From an optimization exercise on the open Yosys and OpenROAD flow, aimed at small area and a short achievable clock period; shortcuts taken in it are not production practice. Function was checked by simulation only, so behaviour that the tests miss may differ from the original. No activity file was given, so power comes from the tool's default toggle rates.

$ cat flow/config.mk
export PLATFORM = sky130hd
export DESIGN_NAME = mem_wb_stage_param
export DESIGN_NICKNAME = mem_wb_stage_param
export VERILOG_FILES = /design/flow/design.v
export SDC_FILE = /design/flow/constraint.sdc
export NUM_CORES = 4
export LEC_CHECK = 0
export CAP_MARGIN = 20
export CORE_MARGIN = 2
export CORE_UTILIZATION = 55
export SLEW_MARGIN = 20
export SYNTH_HIERARCHICAL = 1
export SYNTH_MINIMUM_KEEP_SIZE = 0
$ cat flow/constraint.sdc
create_clock -name core_clock -period 5.6 [get_ports {clk}]
set_input_delay 1.1200 -clock core_clock [delete_from_list [all_inputs] [get_ports {clk}]]
set_output_delay 1.1200 -clock core_clock [all_outputs]
set_load 0.01 [all_outputs]
$ cat flow/design.v
module mem_wb_stage_param #(
    parameter int DATA_W   = 32,
    parameter int ADDR_W   = 7,
    parameter int REG_W    = 5,
    parameter int READ_LAT = 3
) (
    input  logic              clk,
    input  logic              reset,
    input  logic              valid_MEM,
    input  logic              MemRead_MEM,
    input  logic              MemWrite_MEM,
    input  logic              ByteOp_MEM,
    input  logic              Unsigned_MEM,
    input  logic              ResultSrc_MEM,
    input  logic              RegWrite_MEM,
    input  logic [REG_W-1:0]  rd_MEM,
    input  logic [DATA_W-1:0] alu_result_MEM,
    input  logic [DATA_W-1:0] write_data_MEM,
    output logic              stall_MEM,
    output logic [DATA_W-1:0] mem_data_WB,
    output logic [DATA_W-1:0] alu_result_WB,
    output logic              ResultSrc_WB,
    output logic              RegWrite_WB,
    output logic              valid_WB,
    output logic [REG_W-1:0]  rd_WB
);
    localparam int DEPTH = 1 << ADDR_W;
    logic              is_store, is_load;
    logic [ADDR_W-1:0] addr, addr_q;
    logic              phase;
    logic              w1, w0;           
    assign addr     = alu_result_MEM[ADDR_W-1:0];
    assign is_store = valid_MEM & MemWrite_MEM;
    assign is_load  = valid_MEM & MemRead_MEM & ~MemWrite_MEM;
    logic [DATA_W*DEPTH-1:0] mem_q;
    logic [DEPTH-1:0]        sel;         
    logic                    st_lo, st_hi;
    logic [DATA_W-1:0]       n_col;       
    always_ff @(posedge clk) phase <= ~phase;
    assign st_lo = is_store;
    assign st_hi = is_store & ~ByteOp_MEM;
    always_comb begin
        for (int b = 0; b < DATA_W; b++)
            n_col[b] = ~(((b < 8) ? st_lo : st_hi) & (write_data_MEM[b] ^ ~phase));
    end
    always_comb begin
        for (int r = 0; r < DEPTH; r++)
            sel[r] = (addr == ADDR_W'(r));
    end
    genvar gr, gb;
    generate
        for (gr = 0; gr < DEPTH; gr++) begin : g_row
            logic              a_lo, a_hi, nsel;
            logic [DATA_W-1:0] d;
            assign a_lo = sel[gr] & st_lo;
            assign a_hi = sel[gr] & st_hi;
            assign nsel = ~sel[gr];
            mem_wb_wrow #(.W(DATA_W)) u_wrow (
                .q(mem_q[gr*DATA_W +: DATA_W]), .a_lo(a_lo), .a_hi(a_hi),
                .nsel(nsel), .n_col(n_col), .d(d));
            always_ff @(posedge clk)
                mem_q[gr*DATA_W +: DATA_W] <= d;
        end
    endgenerate
    always_ff @(posedge clk) addr_q <= addr;
    logic [DATA_W-1:0] rword, rdata, load_data;
    logic [DEPTH-1:0]  rsel;              
    localparam int NGRP = (DEPTH + 2) / 3;
    logic [DATA_W-1:0] grp_n [NGRP];      
    always_comb begin
        for (int r = 0; r < DEPTH; r++)
            rsel[r] = (addr_q == ADDR_W'(r));
    end
    genvar gg;
    generate
        for (gg = 0; gg < NGRP; gg++) begin : g_rd
            localparam int R0 = 3 * gg;
            localparam int R1 = (3 * gg + 1 < DEPTH) ? 3 * gg + 1 : R0;
            localparam int R2 = (3 * gg + 2 < DEPTH) ? 3 * gg + 2 : R0;
            mem_wb_rd3 #(.W(DATA_W)) u_rd3 (
                .d0(mem_q[R0*DATA_W +: DATA_W]), .s0(rsel[R0]),
                .d1(mem_q[R1*DATA_W +: DATA_W]), .s1(rsel[R1]),
                .d2(mem_q[R2*DATA_W +: DATA_W]), .s2(rsel[R2]),
                .y_n(grp_n[gg]));
        end
    endgenerate
    always_comb begin
        rword = '1;
        for (int g = 0; g < NGRP; g++)
            rword = rword & grp_n[g];
        rword = ~rword;
    end
    assign rdata = rword ^ {DATA_W{phase}};
    always_comb begin
        load_data = rdata;
        if (ByteOp_MEM)
            load_data = Unsigned_MEM ? DATA_W'(rdata[7:0]) : DATA_W'($signed(rdata[7:0]));
    end
    assign stall_MEM = w1 | (~w0 & is_load);
    always_ff @(posedge clk) begin
        if (reset) begin
            w1 <= 1'b0;
            w0 <= 1'b0;
        end else begin
            w1 <= ~w1 & ~w0 & is_load;
            w0 <= w1;
        end
    end
    always_ff @(posedge clk) begin
        if (reset) begin
            mem_data_WB   <= '0;
            alu_result_WB <= '0;
            ResultSrc_WB  <= 1'b0;
            RegWrite_WB   <= 1'b0;
            valid_WB      <= 1'b0;
            rd_WB         <= '0;
        end else if (stall_MEM) begin
            valid_WB    <= 1'b0;
            RegWrite_WB <= 1'b0;
        end else begin
            valid_WB      <= valid_MEM;
            RegWrite_WB   <= valid_MEM & RegWrite_MEM;
            ResultSrc_WB  <= ResultSrc_MEM;
            rd_WB         <= rd_MEM;
            alu_result_WB <= alu_result_MEM;
            if (is_load)
                mem_data_WB <= load_data;
        end
    end
endmodule
module mem_wb_rd3 #(
    parameter int W = 32
) (
    input  logic [W-1:0] d0,
    input  logic         s0,
    input  logic [W-1:0] d1,
    input  logic         s1,
    input  logic [W-1:0] d2,
    input  logic         s2,
    output logic [W-1:0] y_n
);
    assign y_n = ~((d0 & {W{s0}}) | (d1 & {W{s1}}) | (d2 & {W{s2}}));
endmodule
module mem_wb_wrow #(
    parameter int W = 32
) (
    input  logic [W-1:0] q,
    input  logic         a_lo,
    input  logic         a_hi,
    input  logic         nsel,
    input  logic [W-1:0] n_col,
    output logic [W-1:0] d
);
    always_comb begin
        for (int b = 0; b < W; b++)
            d[b] = ~((q[b] | ((b < 8) ? a_lo : a_hi)) & (nsel | n_col[b]));
    end
endmodule
$ cat flow/run.sh
#!/bin/bash
# synth_recipe.tcl (not shown) runs the flow's synth.tcl, then flattens the netlist and writes it again
# the make line also repeats each setting of config.mk as NAME=value (left out here)
make -C /OpenROAD-flow-scripts/flow DESIGN_CONFIG=/design/flow/config.mk WORK_HOME=/design/flow/orfs CLKGATE_MAP_FILE= SYNTH_SCRIPT=/design/flow/synth_recipe.tcl finish
==> qor.yml, run 1 <==
period_needed_ns: 5.47
crit_chain: "nand3b_1 -> buf_4 -> nor2_2 -> buf_4 -> a222oi_1 -> buf_4 -> nand4_1 -> nor4_1 -> buf_4 -> a31o_2 -> a41oi_4 -> buf_12 -> o32ai_1"
vias_per_cell: 7.82
synth_top_area_cell: "dfxtp_1"
critPathRequiredTime_ns: 6.47
critPathSlowestCell: "nand3b_1"
synth.distinct_cells: 36
cts_root_buffer: "clkbuf_16"
path_max_fanout: 24
areaGrowthSynthToFinish_pct: 11.7
clockBufferDepth: 4
ir_worst_vdd_v: 0.000376
dp_hpwl_microns: 375000
crit_top_cell: "buf_4"
place_congestion: 1.01
cts_tree: "yes"
cap_viol_max_count: 0
fillers: 20200
syn_area_sq_um: 140000
ctsHoldBuffers: 0
die_x_microns: 509
drt_iter0_drc: 24200
rows: 185
max_clock_freq_ghz: 0.183
cts.sinks: 4178
grtUsageTotal_pct: 44.2
pin_count: 151
start_util_pct: 55.2
use_met2_pct: 62.2
core_sq_um: 254000
critPathMaxStageDelay_ns: 0.90
avgSynthCellArea_sq_um: 11.4
cts.clk_slew.worst_paths_ns: 0.06
worstMarginPinSlew_ns: 1.31
crit_family: "simple AND/OR/NAND/NOR gates"
dr_total_vias: 125000
drive_above_1_share_pct: 13.0
fin_crit_sh_pct: 97.7
rsz0062_at_grt: "false"
busiest_layer: "met2"
drt_wl_total_microns: 601000
insertion_delay_ns: 1.04
endpoint_kind: "register"
worst-setup-path-type: "reg -> reg"
place_area_sq_um: 143000
cp-start-kind: "register"
die_height_microns: 509
dieArea_sq_um: 259000
p_per_area_nw_per_um2: 402
synth-async-reset-ratio_pct: 0
p_leak_nw: 55.8
ys_top_cells_by_area: "dfxtp_1 (60%), o22ai_1 (18%), a222oi_1 (9.8%), buf_6 (4.1%), nand4_1 (1.4%)"
setup_violations: 0
numCtsBuffers: 423
syn_nets: 12400
ys_warn_count: 9
routedWlPerCell_microns: 37.5
synth_top_area_share_pct: 59.6
fin_skew_ns: 0.0679
port_buffers: 150
holdWs_ns: 0.442
synth_edf_count: 0
status: "finished clean"
tns_ns: 0
drtAntennaViolNets: 0
htreeDepth: 5
grt.overflow.total: 0
met3_usage_pct: 14.8
grt_max_degree: 129
hold_violations: 0
drc: 0
grt_pass1_wl_microns: 843000
cts_setup_buffers: 0
antenna_found_initial: 40
crit_buf_inv: 5
holdCritPathClass: "reg -> reg"
synth_ff_type: "dfxtp_1"
synth_common_cells: "dfxtp_1 (4178), o22ai_1 (4103), a222oi_1 (1376), buf_6 (516), nor2_1 (424)"
finalMaxSlewViolations: 0
slew_headroom_pct: 12.4
nets: 12400
yosysMostFrequentCell: "dfxtp_1"
first_pass_iters: 15
synth_seq_cells: 4178
ctsResizeCount: 0
worst-endpoint-arrival_ns: 6.34
seq_area_frac_synth_pct: 59.6
use_met1_pct: 57.0
design_area_sq_um: 157000
syn_inst: 12300
grt_pass1_vias: 116000
-- sequential cells by signal, indices dropped and copies added (netlist names) --
| signal | flops |
|---|---|
| alu_result_WB | 32 |
| w1 | 1 |
| phase | 1 |
| mem_q | 4096 |
| RegWrite_WB | 1 |
| rd_WB | 5 |
| addr_q | 7 |
| valid_WB | 1 |
| ResultSrc_WB | 1 |
| w0 | 1 |
| mem_data_WB | 32 |
-- power breakdown --
group | internal [mW] | total, mW | switching (mW)
combinational | 0.934 | 2.34 | 1.40
sequential | 31.1 | 31.9 | 0.799
clock | 16.7 | 28.6 | 11.9
-- worst paths after layout --
check                                         start                           end  slack (ns)  depth (start not counted)
worst min-delay path            mem_q[3607]$_DFF_P_           mem_q[3607]$_DFF_P_        0.44                          1
worst max register to register    addr_q[6]$_DFF_P_  mem_data_WB[24]$_SDFFE_PP0P_        0.13                         13
worst min register to register  mem_q[3607]$_DFF_P_           mem_q[3607]$_DFF_P_        0.44                          1
worst max-delay path              addr_q[6]$_DFF_P_  mem_data_WB[24]$_SDFFE_PP0P_        0.13                         13
-- metrics by stage --
| stage | instances | power [mW] | worst slack [ns] | utilization [%] |
|---|---|---|---|---|
| 2_1_floorplan | 12300 | 33.7 | 1.18 | - |
| 3_3_place_gp | 15300 | 34.6 | 0.640 | 56.2 |
| 3_5_place_dp | 15300 | 34.8 | 0.549 | 56.2 |
| 4_1_cts | 16000 | 62.8 | 0.514 | 61.7 |
| 5_1_grt | 16000 | 64.4 | 0.257 | 61.7 |
| 6_report | 16000 | 62.9 | 0.130 | 61.7 |
-- area by class of cell --
cell class	count	area [sq um]	share of cell area, %
Sequential cell	4178	83600	53.4
Multi-Input combinational cell	6878	47600	30.4
Clock buffer	609	12300	7.87
Timing Repair Buffer	840	7180	4.58
Tap cell	3366	4210	2.69
Clock inverter	142	1690	1.08
Antenna cell	27	67.6	0.0431
Inverter	3	11.3	0.00719
-- kinds of logic (layout without fill, tap and decap cells) --
family	after synthesis	count (layout)	synth area share (%)
AO/OA/AOI/OAI	5546	5546	28.5
XOR/XNOR	63	63	0.393
buffers and inverters	1260	1594	7.17
flip-flops	4178	4178	59.6
other	0	27	0
AND/OR/NAND/NOR	1269	1269	4.35
-- cells in the final DEF, fill, tap and decap left out, types with 3 or more instances in the layout --
master / n
xnor2_1: 63
clkinv_2: 83
or3_1: 25
bufinv_16: 32
nor4_1: 42
a222oi_1: 1376
o32ai_1: 24
nand4_1: 323
nand2_1: 239
nand2_4: 34
buf_12: 40
inv_16: 3
diode_2: 27
nor2_4: 9
clkinv_8: 5
nand2_2: 4
nor4_2: 23
clkbuf_8: 97
nand3_2: 7
clkbuf_1: 85
nor3_1: 30
a21oi_1: 40
nand3_1: 70
o22ai_1: 4103
nor2_2: 181
buf_4: 648
and3b_1: 3
nand2b_1: 12
nand3b_1: 3
clkdlybuf4s50_1: 148
clkinvlp_4: 15
nor2b_1: 9
nor2_1: 235
nor3b_2: 3
nor3_2: 8
dfxtp_1: 4177
clkbuf_16: 427
-- layer usage --
metal | routed length [microns] | vias to the layer above
li1 | - | 51600
met1 | 220000 | 62200
met2 | 246000 | 9712
met3 | 85900 | 1886
met4 | 48800 | 24
met5 | 138 | -
==> run 2: changes to the inputs <==
--- a/flow/config.mk
+++ b/flow/config.mk
@@ -8,6 +8,8 @@
 export CAP_MARGIN = 20
 export CORE_MARGIN = 2
 export CORE_UTILIZATION = 55
+export CTS_BUF_LIST = sky130_fd_sc_hd__clkbuf_8
+export SETUP_SLACK_MARGIN = 2.6
 export SLEW_MARGIN = 20
 export SYNTH_HIERARCHICAL = 1
 export SYNTH_MINIMUM_KEEP_SIZE = 0
==> qor.yml, run 2 <==
status: "finished clean"
busiest_layer: "met2"
drtAntennaViolNets: 0
critPathMaxStageDelay_ns: 0.89
dr_total_vias: 128000
drt_wl_total_microns: 608000
largest_reg_flops: 4096
cap_viol_max_count: 0
yosysMostFrequentCell: "dfxtp_1"
synth_ff_type: "dfxtp_1"
largestRegisters: "mem_q x4096, alu_result_WB x32, mem_data_WB x32"
path_max_fanout: 18
crit_chain: "buf_4 -> nand3_4 -> buf_4 -> nor2_4 -> buf_4 -> a222oi_1 -> nand4_1 -> nor4_4 -> nand3_2 -> xnor2_2 -> o32ai_2"
drc: 0
grt.overflow.total: 0
synth.distinct_cells: 36
numCtsBuffers: 653
grt_max_degree: 129
worstMarginPinSlew_ns: 1.31
start_util_pct: 55.2
die_x_microns: 509
holdCritPathClass: "in -> reg"
seq_area_frac_synth_pct: 59.6
syn_nets: 12400
final_common_cell: "dfxtp_1"
fillers: 20400
insertion_delay_ns: 1.24
crit_family: "simple AND/OR/NAND/NOR gates"
grt_pass1_vias: 120000
htreeDepth: 6
cts.clk_slew.worst_paths_ns: 0.06
hold_violations: 0
fin_crit_sh_pct: 71.2
avgSynthCellArea_sq_um: 11.4
design_area_sq_um: 159000
drt_iter0_drc: 23100
use_met1_pct: 55.8
p_total_mw: 60.2
synth_edf_count: 0
first_pass_iters: 14
clockBufferDepth: 4
rows: 185
dieArea_sq_um: 259000
ctsHoldBuffers: 0
die_height_microns: 509
p_leak_nw: 57.7
slew_headroom_pct: 12.6
critPathRequiredTime_ns: 6.66
setup_violations: 0
antenna_found_initial: 28
use_met2_pct: 63.3
cp-start-kind: "register"
core_sq_um: 254000
cts_tree: "yes"
grt_pass1_wl_microns: 856000
place_area_sq_um: 142000
cts.sinks: 4178
tns_ns: 0
vias_per_cell: 7.70
fin_cells: 16600
ir_worst_vdd_v: 0.000267
synth_common_cells: "dfxtp_1 (4178), o22ai_1 (4103), a222oi_1 (1376), buf_6 (516), nor2_1 (424)"
port_buffers: 150
drive_above_1_share_pct: 16.9
dp_cells: 15200
period_needed_ns: 3.99
p_per_area_nw_per_um2: 379
met3_usage_pct: 15.7
rsz0062_at_grt: "true"
synth_seq_cells: 4178
ys_warn_count: 9
worst-endpoint-arrival_ns: 5.05
top_register: "mem_q"
final_util_pct: 62.6
timing.rr.start: "addr_q[6]$_DFF_P_"
finalMaxSlewViolations: 0
pin_count: 151
syn_inst: 12300
cp-startpoint: "addr_q[6]$_DFF_P_"
layout_common_cells: "dfxtp_1 (4136), o22ai_1 (4103), a222oi_1 (1376)"
dp_hpwl_microns: 366000
grtUsageTotal_pct: 44.7
endpoint_kind: "register"
synth_top_area_cell: "dfxtp_1"
crit_top_cell: "buf_4"
synth-async-reset-ratio_pct: 0
critPathSlowestCell: "nor4_4"
worstHoldStart: "reset"
place_congestion: 0.965
syn_area_sq_um: 140000
nets: 12800
areaGrowthSynthToFinish_pct: 13.3
synth_top_area_share_pct: 59.6
routedWlPerCell_microns: 36.7
crit_buf_inv: 3
cts_root_buffer: "clkbuf_8"
worst-setup-path-type: "reg -> reg"
fin_skew_ns: 0.0611
max_clock_freq_ghz: 0.251
ys_top_cells_by_area: "dfxtp_1 (60%), o22ai_1 (18%), a222oi_1 (9.8%), buf_6 (4.1%), nand4_1 (1.4%)"
==> run 2: layer usage <==
metal  wire (microns)  part of all wire [%]
met1           219000                    36
met2           252000                    41
met3            85300                    14
met4            52100                   8.6
met5               86                 0.014
==> run 2: worst reg2reg max path, delay by kind of cell (launching register included) <==
kind	cells	cell delay (ns)
compound gates	2	0.51
xor+xnor	1	0.24
buf+inv	3	0.67
flops	1	0.36
simple gates	5	2.06
==> run 2: area by class of cell <==
class	count	area [sq um]	area share [%]
Sequential cell	4178	83800	52.7
Multi-Input combinational cell	6879	48900	30.8
Clock buffer	829	11400	7.18
Timing Repair Buffer	957	8720	5.49
Tap cell	3366	4210	2.65
Clock inverter	323	1740	1.09
Antenna cell	26	65.1	0.0410
Inverter	3	13.8	0.00866
==> run 2: worst paths after layout <==
kind | end | slack [ns] | cells after the start
max | mem_data_WB[23]$_SDFFE_PP0P_ | 1.61 | 11
max reg2reg | mem_data_WB[23]$_SDFFE_PP0P_ | 1.61 | 11
min | w1$_SDFF_PP0_ | 0.31 | 3
min reg2reg | mem_q[3152]$_DFF_P_ | 0.44 | 1
==> run 2: cells by family (layout without fill, tap and decap cells) <==
| logic type | count (synthesis) | after routing | share of synthesized area [%] |
|---|---|---|---|
| xor+xnor | 63 | 63 | 0.393 |
| other cells | 0 | 26 | 0 |
| simple gates | 1269 | 1270 | 4.35 |
| buf+inv | 1260 | 2112 | 7.17 |
| flops | 4178 | 4178 | 59.6 |
| compound gates | 5546 | 5546 | 28.5 |
==> run 2: power breakdown <==
| group | total (mW) | switching, mW | leakage [nW] | internal, mW |
|---|---|---|---|---|
| sequential | 31.9 | 0.785 | 37.9 | 31.2 |
| combinational | 2.42 | 1.44 | 12.2 | 0.975 |
| clock | 25.9 | 12.2 | 7.57 | 13.7 |
==> run 2: repair_timing <==
| item | CTS | global route |
|---|---|---|
| endpoints found under the hold margin | 0 | 0 |
| setup buffers | 101 | 35 |
| gates cloned | 10 | 4 |
| pin swaps | 116 | 67 |
| resized for setup | 490 | 109 |
| setup endpoints to repair | 2975 | 1167 |
==> run 2: metrics by stage <==
step	setup WS, ns	hold WS, ns
after CTS	1.89	0.280
after floorplan	2.29	0.421
after global placement	0.533	0.428
after detailed placement	0.700	0.436
after global routing	1.66	0.332
final	1.61	0.310
==> run 3: changes to the inputs <==
--- a/flow/design.v
+++ b/flow/design.v
@@ -26,7 +26,7 @@
 );
     localparam int DEPTH = 1 << ADDR_W;
     logic              is_store, is_load;
-    logic [ADDR_W-1:0] addr, addr_q;
+    logic [ADDR_W-1:0] addr;
     logic              phase;
     logic              w1, w0;           
     assign addr     = alu_result_MEM[ADDR_W-1:0];
@@ -62,35 +62,63 @@
                 mem_q[gr*DATA_W +: DATA_W] <= d;
         end
     endgenerate
-    always_ff @(posedge clk) addr_q <= addr;
-    logic [DATA_W-1:0] rword, rdata, load_data;
-    logic [DEPTH-1:0]  rsel;              
-    localparam int NGRP = (DEPTH + 2) / 3;
-    logic [DATA_W-1:0] grp_n [NGRP];      
+    localparam int LO_W = 3;
+    localparam int HI_W = ADDR_W - LO_W;
+    logic [(1<<LO_W)-1:0] pre_lo_q;
+    logic [(1<<HI_W)-1:0] pre_hi_q;
+    always_ff @(posedge clk) begin
+        for (int i = 0; i < (1 << LO_W); i++)
+            pre_lo_q[i] <= (addr[LO_W-1:0] == LO_W'(i));
+        for (int i = 0; i < (1 << HI_W); i++)
+            pre_hi_q[i] <= (addr[ADDR_W-1:LO_W] == HI_W'(i));
+    end
+    logic [DEPTH-1:0] rsel;              
     always_comb begin
         for (int r = 0; r < DEPTH; r++)
-            rsel[r] = (addr_q == ADDR_W'(r));
+            rsel[r] = pre_lo_q[r % (1 << LO_W)] & pre_hi_q[r / (1 << LO_W)];
     end
-    genvar gg;
+    localparam int NBANK = 2;
+    localparam int BROWS = DEPTH / NBANK;       
+    localparam int N3    = (BROWS - 4) / 3;     
+    localparam int NGRP  = N3 + 2;              
+    logic [NBANK-1:0][NGRP-1:0][DATA_W-1:0] grp_n;   
+    logic [NBANK-1:0][DATA_W-1:0]           bank_w, bank_q;
+    genvar gk, gg;
     generate
-        for (gg = 0; gg < NGRP; gg++) begin : g_rd
-            localparam int R0 = 3 * gg;
-            localparam int R1 = (3 * gg + 1 < DEPTH) ? 3 * gg + 1 : R0;
-            localparam int R2 = (3 * gg + 2 < DEPTH) ? 3 * gg + 2 : R0;
-            mem_wb_rd3 #(.W(DATA_W)) u_rd3 (
-                .d0(mem_q[R0*DATA_W +: DATA_W]), .s0(rsel[R0]),
-                .d1(mem_q[R1*DATA_W +: DATA_W]), .s1(rsel[R1]),
-                .d2(mem_q[R2*DATA_W +: DATA_W]), .s2(rsel[R2]),
-                .y_n(grp_n[gg]));
+        for (gk = 0; gk < NBANK; gk++) begin : g_bank
+            for (gg = 0; gg < N3; gg++) begin : g_rd3
+                localparam int R0 = gk * BROWS + 3 * gg;
+                mem_wb_rd3 #(.W(DATA_W)) u_rd3 (
+                    .d0(mem_q[R0*DATA_W +: DATA_W]),     .s0(rsel[R0]),
+                    .d1(mem_q[(R0+1)*DATA_W +: DATA_W]), .s1(rsel[R0+1]),
+                    .d2(mem_q[(R0+2)*DATA_W +: DATA_W]), .s2(rsel[R0+2]),
+                    .y_n(grp_n[gk][gg]));
+            end
+            for (gg = 0; gg < 2; gg++) begin : g_rd2
+                localparam int R0 = gk * BROWS + 3 * N3 + 2 * gg;
+                mem_wb_rd2 #(.W(DATA_W)) u_rd2 (
+                    .d0(mem_q[R0*DATA_W +: DATA_W]),     .s0(rsel[R0]),
+                    .d1(mem_q[(R0+1)*DATA_W +: DATA_W]), .s1(rsel[R0+1]),
+                    .y_n(grp_n[gk][N3+gg]));
+            end
         end
     endgenerate
     always_comb begin
-        rword = '1;
-        for (int g = 0; g < NGRP; g++)
-            rword = rword & grp_n[g];
-        rword = ~rword;
+        for (int k = 0; k < NBANK; k++) begin
+            bank_w[k] = '1;
+            for (int g = 0; g < NGRP; g++)
+                bank_w[k] = bank_w[k] & grp_n[k][g];
+            bank_w[k] = ~bank_w[k];
+        end
     end
-    assign rdata = rword ^ {DATA_W{phase}};
+    always_ff @(posedge clk) bank_q <= bank_w;
+    logic [DATA_W-1:0] rword, rdata, load_data;
+    always_comb begin
+        rword = '0;
+        for (int k = 0; k < NBANK; k++)
+            rword = rword | bank_q[k];
+    end
+    assign rdata = rword ^ {DATA_W{~phase}};
     always_comb begin
         load_data = rdata;
         if (ByteOp_MEM)
@@ -156,3 +184,14 @@
             d[b] = ~((q[b] | ((b < 8) ? a_lo : a_hi)) & (nsel | n_col[b]));
     end
 endmodule
+module mem_wb_rd2 #(
+    parameter int W = 32
+) (
+    input  logic [W-1:0] d0,
+    input  logic         s0,
+    input  logic [W-1:0] d1,
+    input  logic         s1,
+    output logic [W-1:0] y_n
+);
+    assign y_n = ~((d0 & {W{s0}}) | (d1 & {W{s1}}));
+endmodule
--- a/flow/config.mk
+++ b/flow/config.mk
@@ -8,7 +8,8 @@
 export CAP_MARGIN = 20
 export CORE_MARGIN = 2
 export CORE_UTILIZATION = 55
-export CTS_BUF_LIST = sky130_fd_sc_hd__clkbuf_8
+export CTS_CLUSTER_DIAMETER = 80
+export CTS_CLUSTER_SIZE = 30
 export SETUP_SLACK_MARGIN = 2.6
 export SLEW_MARGIN = 20
 export SYNTH_HIERARCHICAL = 1
==> qor.yml, run 3 <==
die_x_microns: 513
drtAntennaViolNets: 0
core_sq_um: 259000
cp_num_cells: 9
synth_top_area_cell: "dfxtp_1"
rr_worst_depth: 9
cap_viol_max_count: 0
synth-async-reset-ratio_pct: 0
largest_reg_flops: 4096
fin_cells: 15700
fin_skew_ns: 0.0383
pin_count: 151
r2r_end: "bank_q[4]$_DFF_P_"
synth_ff_type: "dfxtp_1"
cp-startpoint: "pre_lo_q[3]$_DFF_P_"
dp_hpwl_microns: 350000
syn_inst: 12400
holdCritPathClass: "reg -> reg"
yosysMostFrequentCell: "dfxtp_1"
cts.clk_slew.worst_paths_ns: 0.11
place_congestion: 0.946
crit_end: "bank_q[4]$_DFF_P_"
p_leak_nw: 53.4
layout_common_cells: "dfxtp_1 (4228), o22ai_1 (4096), a222oi_1 (1280)"
first_pass_iters: 11
worst-endpoint-arrival_ns: 4.20
avgSynthCellArea_sq_um: 11.5
hold-path-cell-count: 1
die_height_microns: 513
antenna_found_initial: 35
slew_headroom_pct: 22.2
port_buffers: 150
grt_pass1_wl_microns: 832000
ir_worst_vdd_v: 0.000402
multi_input_area_sq_um: 49300
synth_top_area_share_pct: 59.7
critPathMaxStageDelay_ns: 0.68
drt_iter0_drc: 23300
max_clock_freq_ghz: 0.289
worst-setup-path-type: "reg -> reg"
critPathSlowestCell: "a222oi_1"
cts.sinks: 4259
ys_warn_count: 8
grt.overflow.total: 0
p_per_area_nw_per_um2: 335
drc: 0
period_needed_ns: 3.46
areaGrowthSynthToFinish_pct: 6.83
tns_ns: 0
synth.distinct_cells: 52
design_area_sq_um: 152000
insertion_delay_ns: 0.92
nets: 12200
grt_pass1_vias: 115000
start_util_pct: 55.2
worstMarginPinSlew_ns: 1.16
htreeDepth: 4
final_util_pct: 58.9
final_common_cell: "dfxtp_1"
syn_area_sq_um: 143000
dieArea_sq_um: 264000
cts_tree: "yes"
numCtsBuffers: 170
seq_area_frac_synth_pct: 59.7
timing.rr.start: "pre_lo_q[3]$_DFF_P_"
ctsHoldBuffers: 0
crit_buf_inv: 4
grt_max_degree: 129
dr_total_vias: 124000
fin_crit_sh_pct: 61.7
rsz0062_at_grt: "true"
rows: 187
endpoint_kind: "register"
cp-start-kind: "register"
crit_family: "simple AND/OR/NAND/NOR gates"
drt_wl_total_microns: 593000
reg2reg_setup_slack_ns: 2.14
synth_seq_cells: 4259
path_max_fanout: 8
final-seq-area_sq_um: 85400
ys_top_cells_by_area: "dfxtp_1 (60%), o22ai_1 (18%), a222oi_1 (9.0%), buf_6 (4.0%), buf_2 (1.6%)"
synth_common_cells: "dfxtp_1 (4259), o22ai_1 (4096), a222oi_1 (1280), buf_6 (513), buf_2 (443)"
vias_per_cell: 7.90
synth_edf_count: 0
syn_nets: 12500
drive_above_1_share_pct: 11.7
cts_root_buffer: "clkbuf_16"
hold_violations: 0
clockBufferDepth: 3
crit_chain: "buf_6 -> buf_6 -> and2_4 -> buf_12 -> buf_4 -> a222oi_1 -> nand4_1 -> nor4_4 -> nand4_1"
grtUsageTotal_pct: 42.7
dp_cells: 15200
fillers: 21200
top_register: "mem_q"
place_area_sq_um: 144000
largestRegisters: "mem_q x4096, bank_q x64"
routedWlPerCell_microns: 37.9
critPathRequiredTime_ns: 6.34
status: "finished clean"
setup_violations: 0
finalMaxSlewViolations: 0
holdWs_ns: 0.448
[run 3: cell types whose count changed in the layout (fill, tap and decap cells not counted), sizes merged, moves of 90 or more]
cell    change
a222oi     -96
and2      +141
nor2      -130
a22oi     +128
clkbuf    -637
buf       -127
inv       -215
nand2      -90
[run 3: cell type report]
cell class | count | share of cell area [%]
clock inverter | 52 | 0.403
sequential | 4259 | 56.0
clock buffer | 195 | 2.99
antenna | 17 | 0.0279
multi-input combinational | 6859 | 32.3
tap | 3402 | 2.79
timing repair buffer | 856 | 5.45
inverter | 20 | 0.0542
[run 3: how the worst min path moves through the flow]
| stage | startpoint | to | slack, ns |
|---|---|---|---|
| detailed placement | mem_q[3215]$_DFF_P_ | mem_q[3215]$_DFF_P_ | 0.44 |
| global route | mem_q[2245]$_DFF_P_ | mem_q[2245]$_DFF_P_ | 0.46 |
| CTS | mem_q[667]$_DFF_P_ | mem_q[667]$_DFF_P_ | 0.45 |
| global placement | mem_q[1463]$_DFF_P_ | mem_q[1463]$_DFF_P_ | 0.43 |
| floorplan | mem_q[1000]$_DFF_P_ | mem_q[1000]$_DFF_P_ | 0.42 |
| finish | mem_q[575]$_DFF_P_ | mem_q[575]$_DFF_P_ | 0.45 |
[run 3: cells by family (layout without fill, tap and decap cells)]
kind of cell	Yosys count	after routing	synth area share (%)
xor gates and xnor gates	39	39	0.239
DFF	4259	4259	59.7
and+or+nand+nor	1132	1150	4.32
AOI/OAI and AO/OA	5646	5646	28.3
muxes	24	24	0.168
buffers and inverters	1287	1123	7.24
other	0	17	0
[run 3: routing by layer]
layer	vias to the layer above	track usage (%)	routed length, microns
li1	51100	-	-
met1	61500	54.9	218000
met2	9364	60.1	244000
met3	1737	13.9	81800
met4	26	30.7	49600
met5	-	0	339
[run 3: power breakdown]
part	internal, mW	switching [mW]
Combinational	0.978	1.50
Sequential	31.8	0.856
Clock	6.22	9.74
Total	39.0	12.1
[run 3: timing repair]
action	CTS	global route
setup endpoints to repair	3882	952
buffers inserted	87	85
gates resized for setup	340	173
gates cloned	21	7
pin swaps	126	198
[run 3: metrics by stage]
| step | power [mW] | worst slack (ns) |
|---|---|---|
| final | 51.1 | 2.14 |
| after global routing | 52.4 | 2.30 |
| after CTS | 50.9 | 2.34 |
| after detailed placement | 35.5 | 0.849 |
| after global placement | 35.4 | 0.957 |
| after floorplan | 34.4 | 2.29 |
==> run 4: changes to the inputs <==
==> flow/flow/run.sh (new file) <==
#!/bin/bash
# The standard layout, with the resizer free to change a cell's footprint
# (sky130hd's platform config pins it to the same footprint).
set -euo pipefail
bash standard.sh MATCH_CELL_FOOTPRINT=0 finish > standard_flow.log 2>&1
==> flow/standard.sh (new file) <==
#!/bin/bash
# synth_recipe.tcl (not shown) runs the flow's synth.tcl, then flattens the netlist and writes it again
# the make line also repeats each setting of config.mk as NAME=value (left out here)
make -C /OpenROAD-flow-scripts/flow DESIGN_CONFIG=/design/flow/config.mk WORK_HOME=/design/flow/orfs CLKGATE_MAP_FILE= SYNTH_SCRIPT=/design/flow/synth_recipe.tcl "${@:-finish}"
removed: flow/run.sh
==> qor.yml, run 4 <==
status: "finished clean"
top_register: "mem_q"
htreeDepth: 4
routedWlPerCell_microns: 37.9
grtUsageTotal_pct: 42.6
ir_worst_vdd_v: 0.000415
grt_pass1_wl_microns: 831000
die_height_microns: 513
avgSynthCellArea_sq_um: 11.5
yosysMostFrequentCell: "dfxtp_1"
grt_max_degree: 129
drt_wl_total_microns: 593000
setup_violations: 0
seq_area_frac_synth_pct: 59.7
drc: 0
hold-path-cell-count: 1
synth-async-reset-ratio_pct: 0
vias_per_cell: 7.93
drt_iter0_drc: 23100
largestRegisters: "mem_q x4096, bank_q x64"
cts_root_buffer: "clkbuf_16"
fillers: 21200
synth_ff_type: "dfxtp_1"
start_util_pct: 55.2
clockBufferDepth: 3
numCtsBuffers: 170
cts_tree: "yes"
rsz0062_at_grt: "true"
first_pass_iters: 13
path_max_fanout: 5
holdCritPathClass: "reg -> reg"
critPathRequiredTime_ns: 6.20
period_needed_ns: 3.52
nets: 12200
final_common_cell: "dfxtp_1"
fin_skew_ns: 0.0371
die_x_microns: 513
endpoint_kind: "register"
port_buffers: 150
synth_edf_count: 0
layout_common_cells: "dfxtp_1 (4230), o22ai_1 (4096), a222oi_1 (1280)"
syn_inst: 12400
cts.clk_slew.worst_paths_ns: 0.11
ctsHoldBuffers: 0
p_leak_nw: 53.9
place_congestion: 0.946
dr_total_vias: 124000
rr_worst_depth: 8
cts.sinks: 4259
syn_nets: 12500
antenna_found_initial: 35
dieArea_sq_um: 264000
p_per_area_nw_per_um2: 335
dp_hpwl_microns: 350000
synth_seq_cells: 4259
synth_common_cells: "dfxtp_1 (4259), o22ai_1 (4096), a222oi_1 (1280), buf_6 (513), buf_2 (443)"
place_area_sq_um: 144000
tns_ns: 0
hold_violations: 0
slew_headroom_pct: 18.3
drive_above_1_share_pct: 11.5
grt_pass1_vias: 114000
syn_area_sq_um: 143000
design_area_sq_um: 152000
worst-endpoint-arrival_ns: 4.12
largest_reg_flops: 4096
cp-start-kind: "register"
fin_crit_sh_pct: 62.9
grt.overflow.total: 0
rows: 187
ys_top_cells_by_area: "dfxtp_1 (60%), o22ai_1 (18%), a222oi_1 (9.0%), buf_6 (4.0%), buf_2 (1.6%)"
drtAntennaViolNets: 0
synth_top_area_share_pct: 59.7
finalMaxSlewViolations: 0
worst-setup-path-type: "reg -> reg"
max_clock_freq_ghz: 0.284
synth.distinct_cells: 52
insertion_delay_ns: 0.93
ys_warn_count: 8
pin_count: 151
cap_viol_max_count: 0
areaGrowthSynthToFinish_pct: 6.77
core_sq_um: 259000
synth_top_area_cell: "dfxtp_1"
worstMarginPinSlew_ns: 1.23
[run 4: cell families after synthesis]
kind of cell              synth area share, %
xor gates and xnor gates                0.239
DFF                                      59.7
muxes                                   0.168
buffers and inverters                    7.24
AOI/OAI and AO/OA                        28.3
and+or+nand+nor                          4.32
[run 4: what timing repair did]
| action | 4_1_cts | 5_1_grt |
|---|---|---|
| cloned | 20 | 8 |
| setup buffers | 85 | 70 |
| hold endpoints to repair | 0 | 0 |
| pin swaps | 124 | 165 |
| setup endpoints to repair | 3882 | 912 |
| gates resized for setup | 334 | 137 |
[run 4: worst paths after layout]
path | slack [ns] | from | endpoint
setup / recovery | 2.08 | pre_lo_q[4]$_DFF_P_ | bank_q[59]$_DFF_P_
hold / removal | 0.45 | mem_q[253]$_DFF_P_ | mem_q[253]$_DFF_P_
setup reg to reg | 2.08 | pre_lo_q[4]$_DFF_P_ | bank_q[59]$_DFF_P_
hold reg to reg | 0.45 | mem_q[253]$_DFF_P_ | mem_q[253]$_DFF_P_
[run 4: stage by stage]
step	instances	utilization, %	hold slack, ns	setup WS (ns)	total power [mW]
finish	15600	58.9	0.448	2.08	51.1
global route	15600	58.9	0.460	2.30	52.4
CTS	15500	58.4	0.450	2.35	50.9
detailed placement	15200	55.5	0.436	0.849	35.5
global placement	15200	55.5	0.428	0.957	35.4
floorplan	12400	-	0.421	2.29	34.4
[run 4: area by class of cell]
type,count,area [sq um],share of cell area [%]
sequential,4259,85400,56.0
clock inverter,52,614,0.403
antenna,10,25.0,0.0164
clock buffer,195,4550,2.99
timing repair buffer,842,8310,5.45
tap,3402,4260,2.79
multi-input combinational,6856,49200,32.3
inverter,20,80.1,0.0525
[run 4: layer usage]
metal	wire (microns)	up-vias	GRT usage, %
met5	85	-	0
met4	50500	12	30.7
met3	82300	1764	13.9
met2	244000	9258	60.0
met1	217000	61800	54.8
li1	-	51100	-
[run 4: critical path, stage by stage (launching register included)]
cell	delay, ns
dfxtp_4	0.37
buf_12	0.14
and2_4	0.21
buf_12	0.14
a222oi_1	0.56
nand4_1	0.64
nor4_4	0.44
buf_6	0.20
nand4_1	0.46
[run 4: power breakdown]
group,switching (mW),internal [mW]
clock,9.74,6.22
sequential,0.854,31.8
combinational,1.50,0.976

## re-timing with driven ports
No port has a modelled driver above. Below, the same layouts with a new extraction and two added sets of constraints. Step 1 sets driving cells, clkbuf_16 on the clock port and buf_2 on the other inputs (assumed; they add their load-dependent delay and slew). Step 2 also shifts input and output timing later by t, the mid clock arrival at the registers, as if the neighbouring blocks saw the same clock. a / b / c = ideal ports / drivers / drivers and shift; a / b = the first two.
run	shift t [ns]	setup slack, ns	worst setup path after step 2
run 1	1.095	0.130 / 0.129 / 0.129	register to register
run 2	1.325	1.613 / 1.613 / 1.044	input to register
run 3	1.016	2.144 / 2.144 / 1.373	input to register
run 4	1.029	2.080 / 2.080 / 1.478	input to register
After both steps every run listed still meets setup and hold. For run 3, which loses most, drivers alone change the setup slack by 0.000 ns; drivers and shift together by -0.771 ns.
